This design comes from an exercise in tuning for small area on the open sky130 flow, not from production work.
Function was checked by simulation only, so behaviour that the tests miss may differ from the original.
Power is estimated from default activity; no workload was simulated.

==> inputs of 11-11 <==
Design rf_writeback, start of the top module:
module rf_writeback (
  input  logic                     clk,
  input  logic                     rst,
  input  cpu_types_pkg::reg_idx_t  rs1_addr,
  input  cpu_types_pkg::reg_idx_t  rs2_addr,
  input  logic                     rs1_used,
  input  logic                     rs2_used,
  output logic [31:0]              rs1_data,
  output logic [31:0]              rs2_data,
  input  logic                     issue_valid,
  input  cpu_types_pkg::reg_idx_t  issue_rd,
  input  logic                     issue_long,
  input  logic                     wb_valid,
  input  cpu_types_pkg::reg_idx_t  wb_rd,
  input  logic [31:0]              wb_data,
  input  logic                     kill_valid,
  input  cpu_types_pkg::reg_idx_t  kill_rd,
  output logic                     stall,
  output logic [31:0]              busy_vec
);
  logic [31:0] regs_q [1:31];    
  logic [31:0] regs_d [1:31];
  logic [31:1] valid_q;
  logic        phase_q;
  logic [31:0] wb_x;             
  logic [31:1] we, rd_ok, dec1, dec2;
  logic [31:0] sel1, sel2;
  logic        inv1, inv2;
  always_comb begin
    wb_x = wb_data ^ {32{phase_q}};
    sel1[0] = wb_valid & (wb_rd == rs1_addr) & (rs1_addr != 5'd0);
    sel2[0] = wb_valid & (wb_rd == rs2_addr) & (rs2_addr != 5'd0);
    for (int i = 1; i < 32; i++) begin
      we[i]    = wb_valid & (wb_rd == i);
      dec1[i]  = (rs1_addr == i);
      dec2[i]  = (rs2_addr == i);
      rd_ok[i] = valid_q[i] & ~we[i];
      sel1[i]  = dec1[i] & rd_ok[i];
      sel2[i]  = dec2[i] & rd_ok[i];
    end
    inv1 = phase_q & (sel1[0] | |(dec1 & valid_q));
    inv2 = phase_q & (sel2[0] | |(dec2 & valid_q));
  end
  for (genvar b = 0; b < 32; b++) begin : g_rd
    logic [31:0] col;
    always_comb begin
      col[0] = wb_x[b];
      for (int i = 1; i < 32; i++) col[i] = regs_q[i][b];
    end
    rf_rdbit u_rd1 (.sel(sel1), .d(col), .inv(inv1), .y(rs1_data[b]));
  ...
==> module rf_scoreboard, before the edit <==
module rf_scoreboard (
  input  logic                     clk,
  input  logic                     rst,
  input  logic [31:1]              rs1_dec,
  input  logic [31:1]              rs2_dec,
  input  logic                     rs1_used,
  input  logic                     rs2_used,
  input  logic                     issue_valid,
  input  cpu_types_pkg::reg_idx_t  issue_rd,
  input  logic                     issue_long,
  input  logic [31:1]              wb_dec,
  input  logic                     kill_valid,
  input  cpu_types_pkg::reg_idx_t  kill_rd,
  output logic                     stall,
  output logic [31:0]              busy_vec
);
  logic [31:1] busy_q, busy_nb, iss_dec, kill_dec;
  logic raw1, raw2, waw, issue_lv, set_en;
  always_comb begin
    for (int i = 1; i < 32; i++) begin
      iss_dec[i]  = (issue_rd == i);
      kill_dec[i] = kill_valid & (kill_rd == i);
      busy_nb[i]  = busy_q[i] & ~wb_dec[i];
    end
    issue_lv = issue_valid & issue_long;
    raw1 = rs1_used & |(rs1_dec & busy_nb);
    raw2 = rs2_used & |(rs2_dec & busy_nb);
    waw  = issue_lv & |(iss_dec & busy_nb);
    stall = raw1 | raw2 | waw;
    set_en = issue_lv & ~stall;
  end
  always_ff @(posedge clk or posedge rst) begin
    if (rst) busy_q <= '0;
    else busy_q <= (busy_nb & ~kill_dec) | ({31{set_en}} & iss_dec);
  end
  assign busy_vec = {busy_q, 1'b0};
endmodule
==> module rf_writeback, before the edit <==
module rf_writeback (
  input  logic                     clk,
  input  logic                     rst,
  input  cpu_types_pkg::reg_idx_t  rs1_addr,
  input  cpu_types_pkg::reg_idx_t  rs2_addr,
  input  logic                     rs1_used,
  input  logic                     rs2_used,
  output logic [31:0]              rs1_data,
  output logic [31:0]              rs2_data,
  input  logic                     issue_valid,
  input  cpu_types_pkg::reg_idx_t  issue_rd,
  input  logic                     issue_long,
  input  logic                     wb_valid,
  input  cpu_types_pkg::reg_idx_t  wb_rd,
  input  logic [31:0]              wb_data,
  input  logic                     kill_valid,
  input  cpu_types_pkg::reg_idx_t  kill_rd,
  output logic                     stall,
  output logic [31:0]              busy_vec
);
  logic [31:0] regs_q [1:31];    
  logic [31:0] regs_d [1:31];
  logic [31:1] valid_q;
  logic        phase_q;
  logic [31:0] wb_x;             
  logic [31:1] we, rd_ok, dec1, dec2;
  logic [31:0] sel1, sel2;
  logic        inv1, inv2;
  always_comb begin
    wb_x = wb_data ^ {32{phase_q}};
    sel1[0] = wb_valid & (wb_rd == rs1_addr) & (rs1_addr != 5'd0);
    sel2[0] = wb_valid & (wb_rd == rs2_addr) & (rs2_addr != 5'd0);
    for (int i = 1; i < 32; i++) begin
      we[i]    = wb_valid & (wb_rd == i);
      dec1[i]  = (rs1_addr == i);
      dec2[i]  = (rs2_addr == i);
      rd_ok[i] = valid_q[i] & ~we[i];
      sel1[i]  = dec1[i] & rd_ok[i];
      sel2[i]  = dec2[i] & rd_ok[i];
    end
    inv1 = phase_q & (sel1[0] | |(dec1 & valid_q));
    inv2 = phase_q & (sel2[0] | |(dec2 & valid_q));
  end
  for (genvar b = 0; b < 32; b++) begin : g_rd
    logic [31:0] col;
    always_comb begin
      col[0] = wb_x[b];
      for (int i = 1; i < 32; i++) col[i] = regs_q[i][b];
    end
    rf_rdbit u_rd1 (.sel(sel1), .d(col), .inv(inv1), .y(rs1_data[b]));
    rf_rdbit u_rd2 (.sel(sel2), .d(col), .inv(inv2), .y(rs2_data[b]));
  end
  for (genvar i = 1; i < 32; i++) begin : g_row
    for (genvar b = 0; b < 32; b++) begin : g_bit
      rf_hold u_hold (.we(we[i]), .we_n(~we[i]), .x(wb_x[b]), .q(regs_q[i][b]), .nxt(regs_d[i][b]));
    end
  end
  always_ff @(posedge clk) begin
    for (int i = 1; i < 32; i++) regs_q[i] <= regs_d[i];
  end
  always_ff @(posedge clk or posedge rst) begin
    if (rst) begin
      valid_q <= '0;
      phase_q <= 1'b0;
    end else begin
      valid_q <= valid_q | we;
      phase_q <= ~phase_q;
    end
  end
  rf_scoreboard u_sb (
    .clk(clk), .rst(rst),
    .rs1_dec(dec1), .rs2_dec(dec2), .rs1_used(rs1_used), .rs2_used(rs2_used),
    .issue_valid(issue_valid), .issue_rd(issue_rd), .issue_long(issue_long),
    .wb_dec(we), .kill_valid(kill_valid), .kill_rd(kill_rd),
    .stall(stall), .busy_vec(busy_vec)
  );
endmodule
==> module rf_hold, before the edit <==
module rf_hold (
  input  logic we,
  input  logic we_n,
  input  logic x,
  input  logic q,
  output logic nxt
);
  assign nxt = ~((q | we) & (x | we_n));
endmodule
==> module rf_rdbit, before the edit <==
module rf_rdbit (
  input  logic [31:0] sel,
  input  logic [31:0] d,
  input  logic        inv,
  output logic        y
);
  logic [10:0] t_n;
  for (genvar g = 0; g < 10; g++) begin : g_aoi
    rf_aoi3 u_aoi (.sel(sel[3*g +: 3]), .d(d[3*g +: 3]), .y_n(t_n[g]));
  end
  rf_aoi2 u_aoi_last (.sel(sel[31:30]), .d(d[31:30]), .y_n(t_n[10]));
  assign y = (~&t_n) ^ inv;
endmodule
export LEC_CHECK = 0
export CAP_MARGIN = 20
export CORE_MARGIN = 2
export CORE_UTILIZATION = 45
export CTS_BUF_LIST = sky130_fd_sc_hd__clkbuf_4 sky130_fd_sc_hd__clkbuf_8
export SETUP_SLACK_MARGIN = 0.1
export SLEW_MARGIN = 20
export SYNTH_HIERARCHICAL = 1
create_clock -name core_clock -period 5.0 [get_ports {clk}]
standard.sh (not shown) runs the stock make flow with config.mk's settings and CLKGATE_MAP_FILE= SYNTH_SCRIPT=/design/flow/synth_recipe.tcl, a recipe that flattens the netlist after the stock synthesis.
==> flow/flow/run.sh <==
#!/bin/bash
set -euo pipefail
export BUFFER_PORTS_ARGS="-buffer_cell sky130_fd_sc_hd__buf_2"
bash standard.sh finish > standard.log 2>&1
==> 04-15: changes against 11-11 <==
--- a/flow/design.v
+++ b/flow/design.v
@@ -8,6 +8,6 @@
   input  logic                     clk,
   input  logic                     rst,
-  input  logic [31:1]              rs1_dec,
-  input  logic [31:1]              rs2_dec,
+  input  cpu_types_pkg::reg_idx_t  rs1_addr,
+  input  cpu_types_pkg::reg_idx_t  rs2_addr,
   input  logic                     rs1_used,
   input  logic                     rs2_used,
@@ -15,4 +15,6 @@
   input  cpu_types_pkg::reg_idx_t  issue_rd,
   input  logic                     issue_long,
+  input  logic                     wb_valid,
+  input  cpu_types_pkg::reg_idx_t  wb_rd,
   input  logic [31:1]              wb_dec,
   input  logic                     kill_valid,
@@ -21,5 +23,6 @@
   output logic [31:0]              busy_vec
 );
-  logic [31:1] busy_q, busy_nb, iss_dec, kill_dec;
+  logic [31:1] busy_q, iss_dec, kill_dec;
+  logic [31:0] busy_all;
   logic raw1, raw2, waw, issue_lv, set_en;
   always_comb begin
@@ -27,10 +30,10 @@
       iss_dec[i]  = (issue_rd == i);
       kill_dec[i] = kill_valid & (kill_rd == i);
-      busy_nb[i]  = busy_q[i] & ~wb_dec[i];
     end
+    busy_all = {busy_q, 1'b0};
     issue_lv = issue_valid & issue_long;
-    raw1 = rs1_used & |(rs1_dec & busy_nb);
-    raw2 = rs2_used & |(rs2_dec & busy_nb);
-    waw  = issue_lv & |(iss_dec & busy_nb);
+    raw1 = rs1_used & busy_all[rs1_addr] & ~(wb_valid & (wb_rd == rs1_addr));
+    raw2 = rs2_used & busy_all[rs2_addr] & ~(wb_valid & (wb_rd == rs2_addr));
+    waw  = issue_lv & busy_all[issue_rd] & ~(wb_valid & (wb_rd == issue_rd));
     stall = raw1 | raw2 | waw;
     set_en = issue_lv & ~stall;
@@ -38,5 +41,5 @@
   always_ff @(posedge clk or posedge rst) begin
     if (rst) busy_q <= '0;
-    else busy_q <= (busy_nb & ~kill_dec) | ({31{set_en}} & iss_dec);
+    else busy_q <= (busy_q & ~wb_dec & ~kill_dec) | ({31{set_en}} & iss_dec);
   end
   assign busy_vec = {busy_q, 1'b0};
@@ -50,4 +53,20 @@
 );
   assign nxt = ~((q | we) & (x | we_n));
+endmodule
+module rf_and3 (
+  input  logic a,
+  input  logic b,
+  input  logic c,
+  output logic y
+);
+  assign y = a & b & c;
+endmodule
+module rf_rdok (
+  input  logic v,
+  input  logic wa,
+  input  logic wb,
+  output logic y
+);
+  assign y = v & ~(wa & wb);
 endmodule
 module rf_aoi3 (
@@ -103,21 +122,34 @@
   logic        phase_q;
   logic [31:0] wb_x;             
-  logic [31:1] we, rd_ok, dec1, dec2;
+  logic [31:1] we, rd_ok;
   logic [31:0] sel1, sel2;
   logic        inv1, inv2;
+  logic [31:0] valid_all;
+  logic [3:0] lo1, lo2, wlo;
+  logic [7:0] whi;           
+  logic [7:0] hi1, hi2;           
   always_comb begin
     wb_x = wb_data ^ {32{phase_q}};
+    valid_all = {valid_q, 1'b0};
+    for (int j = 0; j < 4; j++) begin
+      lo1[j] = (rs1_addr[1:0] == j);
+      lo2[j] = (rs2_addr[1:0] == j);
+    end
+    for (int j = 0; j < 8; j++) begin
+      hi1[j] = (rs1_addr[4:2] == j);
+      hi2[j] = (rs2_addr[4:2] == j);
+    end
     sel1[0] = wb_valid & (wb_rd == rs1_addr) & (rs1_addr != 5'd0);
     sel2[0] = wb_valid & (wb_rd == rs2_addr) & (rs2_addr != 5'd0);
-    for (int i = 1; i < 32; i++) begin
-      we[i]    = wb_valid & (wb_rd == i);
-      dec1[i]  = (rs1_addr == i);
-      dec2[i]  = (rs2_addr == i);
-      rd_ok[i] = valid_q[i] & ~we[i];
-      sel1[i]  = dec1[i] & rd_ok[i];
-      sel2[i]  = dec2[i] & rd_ok[i];
-    end
-    inv1 = phase_q & (sel1[0] | |(dec1 & valid_q));
-    inv2 = phase_q & (sel2[0] | |(dec2 & valid_q));
+    for (int j = 0; j < 4; j++) wlo[j] = wb_valid & (wb_rd[1:0] == j);
+    for (int j = 0; j < 8; j++) whi[j] = (wb_rd[4:2] == j);
+    for (int i = 1; i < 32; i++) we[i] = wlo[i % 4] & whi[i / 4];
+    inv1 = phase_q & (sel1[0] | valid_all[rs1_addr]);
+    inv2 = phase_q & (sel2[0] | valid_all[rs2_addr]);
+  end
+  for (genvar i = 1; i < 32; i++) begin : g_sel
+    rf_rdok u_ok (.v(valid_q[i]), .wa(wlo[i % 4]), .wb(whi[i / 4]), .y(rd_ok[i]));
+    rf_and3 u_sel1 (.a(lo1[i % 4]), .b(hi1[i / 4]), .c(rd_ok[i]), .y(sel1[i]));
+    rf_and3 u_sel2 (.a(lo2[i % 4]), .b(hi2[i / 4]), .c(rd_ok[i]), .y(sel2[i]));
   end
   for (genvar b = 0; b < 32; b++) begin : g_rd
@@ -149,7 +181,7 @@
   rf_scoreboard u_sb (
     .clk(clk), .rst(rst),
-    .rs1_dec(dec1), .rs2_dec(dec2), .rs1_used(rs1_used), .rs2_used(rs2_used),
+    .rs1_addr(rs1_addr), .rs2_addr(rs2_addr), .rs1_used(rs1_used), .rs2_used(rs2_used),
     .issue_valid(issue_valid), .issue_rd(issue_rd), .issue_long(issue_long),
-    .wb_dec(we), .kill_valid(kill_valid), .kill_rd(kill_rd),
+    .wb_valid(wb_valid), .wb_rd(wb_rd), .wb_dec(we), .kill_valid(kill_valid), .kill_rd(kill_rd),
     .stall(stall), .busy_vec(busy_vec)
   );
Settings changed: CORE_UTILIZATION 45 to 50, CTS_BUF_LIST sky130_fd_sc_hd__clkbuf_4 sky130_fd_sc_hd__clkbuf_8 to sky130_fd_sc_hd__clkbuf_16, CTS_CLUSTER_DIAMETER set to 80, CTS_CLUSTER_SIZE set to 24, SETUP_SLACK_MARGIN 0.1 to 0.25.
==> 09-26: changes against 11-11 <==
==> flow/design.v (replaced) <==
package cpu_types_pkg;
  localparam int XLEN = 32;
  typedef logic [4:0] reg_idx_t;
  typedef logic [XLEN-1:0] xlen_t;
  localparam reg_idx_t REG_ZERO = 5'd0;
endpackage
module rf_scoreboard (
  input  logic                     clk,
  input  logic                     rst,
  input  cpu_types_pkg::reg_idx_t  rs1_addr,
  input  cpu_types_pkg::reg_idx_t  rs2_addr,
  input  logic                     rs1_used,
  input  logic                     rs2_used,
  input  logic                     issue_valid,
  input  cpu_types_pkg::reg_idx_t  issue_rd,
  input  logic                     issue_long,
  input  logic                     wb_valid,
  input  cpu_types_pkg::reg_idx_t  wb_rd,
  input  logic                     kill_valid,
  input  cpu_types_pkg::reg_idx_t  kill_rd,
  output logic                     stall,
  output logic [31:0]              busy_vec
);
  logic [31:1] busy_q;
  logic [31:0] busy_all;
  logic raw1, raw2, waw, set_en;
  assign busy_all = {busy_q, 1'b0};
  always_comb begin
    raw1 = rs1_used & busy_all[rs1_addr] & ~(wb_valid & (wb_rd == rs1_addr));
    raw2 = rs2_used & busy_all[rs2_addr] & ~(wb_valid & (wb_rd == rs2_addr));
    waw = issue_valid & issue_long & busy_all[issue_rd] & ~(wb_valid & (wb_rd == issue_rd));
    stall = raw1 | raw2 | waw;
    set_en = issue_valid & issue_long & ~stall;
  end
  always_ff @(posedge clk or posedge rst) begin
    if (rst) busy_q <= '0;
    else begin
      for (int i = 1; i < 32; i++) begin
        if (set_en && issue_rd == i) busy_q[i] <= 1'b1;
        else if ((kill_valid && kill_rd == i) || (wb_valid && wb_rd == i)) busy_q[i] <= 1'b0;
      end
    end
  end
  assign busy_vec = busy_all;
endmodule
module rf_hold (
  input  logic we,
  input  logic we_n,
  input  logic d,
  input  logic q,
  output logic nxt
);
  assign nxt = (we & d) | (we_n & q);
endmodule
module rf_aoi3 (
  input  logic [2:0] sel,
  input  logic [2:0] d,
  output logic       y_n
);
  assign y_n = ~|(sel & d);
endmodule
module rf_aoi2 (
  input  logic [1:0] sel,
  input  logic [1:0] d,
  output logic       y_n
);
  assign y_n = ~|(sel & d);
endmodule
module rf_rdbit (
  input  logic [31:0] sel,
  input  logic [31:0] d,
  output logic        y
);
  logic [10:0] t_n;
  for (genvar g = 0; g < 10; g++) begin : g_aoi
    rf_aoi3 u_aoi (.sel(sel[3*g +: 3]), .d(d[3*g +: 3]), .y_n(t_n[g]));
  end
  rf_aoi2 u_aoi_last (.sel(sel[31:30]), .d(d[31:30]), .y_n(t_n[10]));
  assign y = ~&t_n;
endmodule
module rf_writeback (
  input  logic                     clk,
  input  logic                     rst,
  input  cpu_types_pkg::reg_idx_t  rs1_addr,
  input  cpu_types_pkg::reg_idx_t  rs2_addr,
  input  logic                     rs1_used,
  input  logic                     rs2_used,
  output logic [31:0]              rs1_data,
  output logic [31:0]              rs2_data,
  input  logic                     issue_valid,
  input  cpu_types_pkg::reg_idx_t  issue_rd,
  input  logic                     issue_long,
  input  logic                     wb_valid,
  input  cpu_types_pkg::reg_idx_t  wb_rd,
  input  logic [31:0]              wb_data,
  input  logic                     kill_valid,
  input  cpu_types_pkg::reg_idx_t  kill_rd,
  output logic                     stall,
  output logic [31:0]              busy_vec
);
  logic [31:0] regs_q [1:31];
  logic [31:0] regs_d [1:31];
  logic [31:1] valid_q;
  logic [31:1] we;
  logic [31:0] sel1, sel2;
  logic hit1, hit2;
  always_comb begin
    hit1 = wb_valid & (wb_rd == rs1_addr);
    hit2 = wb_valid & (wb_rd == rs2_addr);
    sel1[0] = hit1 & (rs1_addr != 5'd0);
    sel2[0] = hit2 & (rs2_addr != 5'd0);
    for (int i = 1; i < 32; i++) begin
      we[i]   = wb_valid & (wb_rd == i);
      sel1[i] = (rs1_addr == i) & valid_q[i] & ~hit1;
      sel2[i] = (rs2_addr == i) & valid_q[i] & ~hit2;
    end
  end
  for (genvar b = 0; b < 32; b++) begin : g_rd
    logic [31:0] col;
    always_comb begin
      col[0] = wb_data[b];
      for (int i = 1; i < 32; i++) col[i] = regs_q[i][b];
    end
    rf_rdbit u_rd1 (.sel(sel1), .d(col), .y(rs1_data[b]));
    rf_rdbit u_rd2 (.sel(sel2), .d(col), .y(rs2_data[b]));
  end
  for (genvar i = 1; i < 32; i++) begin : g_row
    for (genvar b = 0; b < 32; b++) begin : g_bit
      rf_hold u_hold (.we(we[i]), .we_n(~we[i]), .d(wb_data[b]), .q(regs_q[i][b]), .nxt(regs_d[i][b]));
    end
  end
  always_ff @(posedge clk) begin
    for (int i = 1; i < 32; i++) regs_q[i] <= regs_d[i];
  end
  always_ff @(posedge clk or posedge rst) begin
    if (rst) valid_q <= '0;
    else valid_q <= valid_q | we;
  end
  rf_scoreboard u_sb (
    .clk(clk), .rst(rst),
    .rs1_addr(rs1_addr), .rs2_addr(rs2_addr), .rs1_used(rs1_used), .rs2_used(rs2_used),
    .issue_valid(issue_valid), .issue_rd(issue_rd), .issue_long(issue_long),
    .wb_valid(wb_valid), .wb_rd(wb_rd), .kill_valid(kill_valid), .kill_rd(kill_rd),
    .stall(stall), .busy_vec(busy_vec)
  );
endmodule
==> flow/run.sh (new file) <==
#!/bin/bash
# synth_recipe.tcl (not shown) runs the flow's synth.tcl, then flattens the netlist and writes it again
# the make line also repeats each setting of config.mk as NAME=value (left out here)
make -C /OpenROAD-flow-scripts/flow DESIGN_CONFIG=/design/flow/config.mk WORK_HOME=/design/flow/orfs CLKGATE_MAP_FILE= SYNTH_SCRIPT=/design/flow/synth_recipe.tcl finish
Settings changed: CORE_UTILIZATION 45 to 40, CTS_BUF_LIST sky130_fd_sc_hd__clkbuf_4 sky130_fd_sc_hd__clkbuf_8 to not set, SETUP_SLACK_MARGIN 0.1 to 0.3.
removed: flow/flow/run.sh
removed: flow/standard.sh
==> 04-13: changes against 11-11 <==
==> flow/run.sh (new file) <==
#!/bin/bash
# synth_recipe.tcl (not shown) runs the flow's synth.tcl, then flattens the netlist and writes it again
# the make line also repeats each setting of config.mk as NAME=value (left out here)
make -C /OpenROAD-flow-scripts/flow DESIGN_CONFIG=/design/flow/config.mk WORK_HOME=/design/flow/orfs CLKGATE_MAP_FILE= SYNTH_SCRIPT=/design/flow/synth_recipe.tcl finish
removed: flow/flow/run.sh
removed: flow/standard.sh
==> qor summary <==
GR Layer Usage met2: 11-11 64.28%; 04-15 69.48%; 09-26 54.96%; 04-13 64.73%
Sum Neg Setup Slack: 11-11 -0.01601 ns; 04-15 0 ns; 09-26 -0.2236 ns; 04-13 0 ns
Fin util: 11-11 57.18%; 04-15 59.56%; 09-26 56.73%; 04-13 63.91%
Reg-to-reg setup timing slack: 11-11 2.39 ns; 04-15 2.48 ns; 09-26 2.13 ns; 04-13 2.58 ns
Overall via count from detail_route: 11-11 46,440; 04-15 45,840; 09-26 46,440; 04-13 48,420
Setup-violating endpoint count in the final report: 11-11 3; 04-15 0; 09-26 4; 04-13 0
Avg Cell Area, Syn: 11-11 10.86 um2; 04-15 11.25 um2; 09-26 11.83 um2; 04-13 10.86 um2
Run status: 11-11 complete, but fails checks; 04-15 complete, no violations; 09-26 complete, but fails checks; 04-13 complete, no violations
Layout check failures: 11-11 negative setup slack; 04-15 -; 09-26 negative setup slack; 04-13 -
Clock transition at path regs: 11-11 0.06 ns; 04-15 0.10 ns; 09-26 0.07 ns; 04-13 0.06 ns
Register cell area after layout: 11-11 21,440 um2; 04-15 21,440 um2; 09-26 21,410 um2; 04-13 21,440 um2
Cell repeated most along the worst path: 11-11 buf_2; 04-15 -; 09-26 buf_6; 04-13 buf_4
Tightest Hold Check Type: 11-11 input port to asynchronous set/reset pin; 04-15 input port to asynchronous set/reset pin; 09-26 flip-flop to flip-flop; 04-13 flip-flop to flip-flop
Drt pass-1 iters: 11-11 14; 04-15 19; 09-26 14; 04-13 14
Data arrival time of the critical path: 11-11 4.01 ns; 04-15 3.78 ns; 09-26 4.09 ns; 04-13 3.92 ns
Static power due to leakage: 11-11 19.39 nW; 04-15 17.73 nW; 09-26 24.64 nW; 04-13 22.38 nW
Post-Syn Nets: 11-11 3,893; 04-15 3,776; 09-26 3,672; 04-13 3,893
Leading cell type in the layout, fill and taps excluded: 11-11 o22ai_1; 04-15 -; 09-26 -; 04-13 o22ai_1
Multiplexer share of the synthesized area: 11-11 0.3672%; 04-15 2.280%; 09-26 1.287%; 04-13 0.3672%
Chip Width: 11-11 307.9 um; 04-15 293 um; 09-26 330.6 um; 04-13 307.9 um
NumNets Final: 11-11 4,541; 04-15 4,231; 09-26 4,703; 04-13 4,983
Xor and xnor area share after synthesis: 11-11 2.191%; 04-15 2.538%; 09-26 0.5132%; 04-13 2.191%
PostCTS Resize Cnt: 11-11 2; 04-15 8; 09-26 526; 04-13 382
Num CTS Buffers: 11-11 172; 04-15 53; 09-26 110; 04-13 172
Sinks on the clock net: 11-11 1,055; 04-15 1,055; 09-26 1,054; 04-13 1,055

[static timing again, ports no longer ideal]
No port has a modelled driver above. Below, the same layouts with a new extraction and two added sets of constraints. Step 1 sets driving cells, clkbuf_16 on the clock port and buf_2 on the other inputs (assumed; they add their load-dependent delay and slew). Step 2 moves the port delays by t, midway between the first and last clock arrival at a register: inputs arrive t later, outputs are due t later. That takes back most of the time a late clock gives input paths. Three values: no drivers, after step 1, after step 2; two values: the first two.
run | shift t [ns] | slack for setup (ns) | worst hold slack (ns) | worst register clock-pin slew, ns | pins driven straight from the clock port
11-11 | 0.963 | -0.008 / -0.092 / -0.092 | 0.185 / 0.144 / 0.468 | 0.07 / 0.07 | 1
04-15 | 0.742 | 0.219 / 0.187 / 0.187 | 0.436 / 0.384 / 0.473 | 0.10 / 0.10 | 1
09-26 | 0.772 | -0.094 / -0.125 / -0.125 | 0.494 / 0.494 / 0.494 | 0.07 / 0.07 | 1
04-13 | 0.954 | 0.084 / 0.056 / 0.056 | 0.468 / 0.468 / 0.468 | 0.08 / 0.08 | 1
The setup slack of 11-11, which loses most, moves by -0.084 ns with the drivers and by -0.084 ns with both steps.
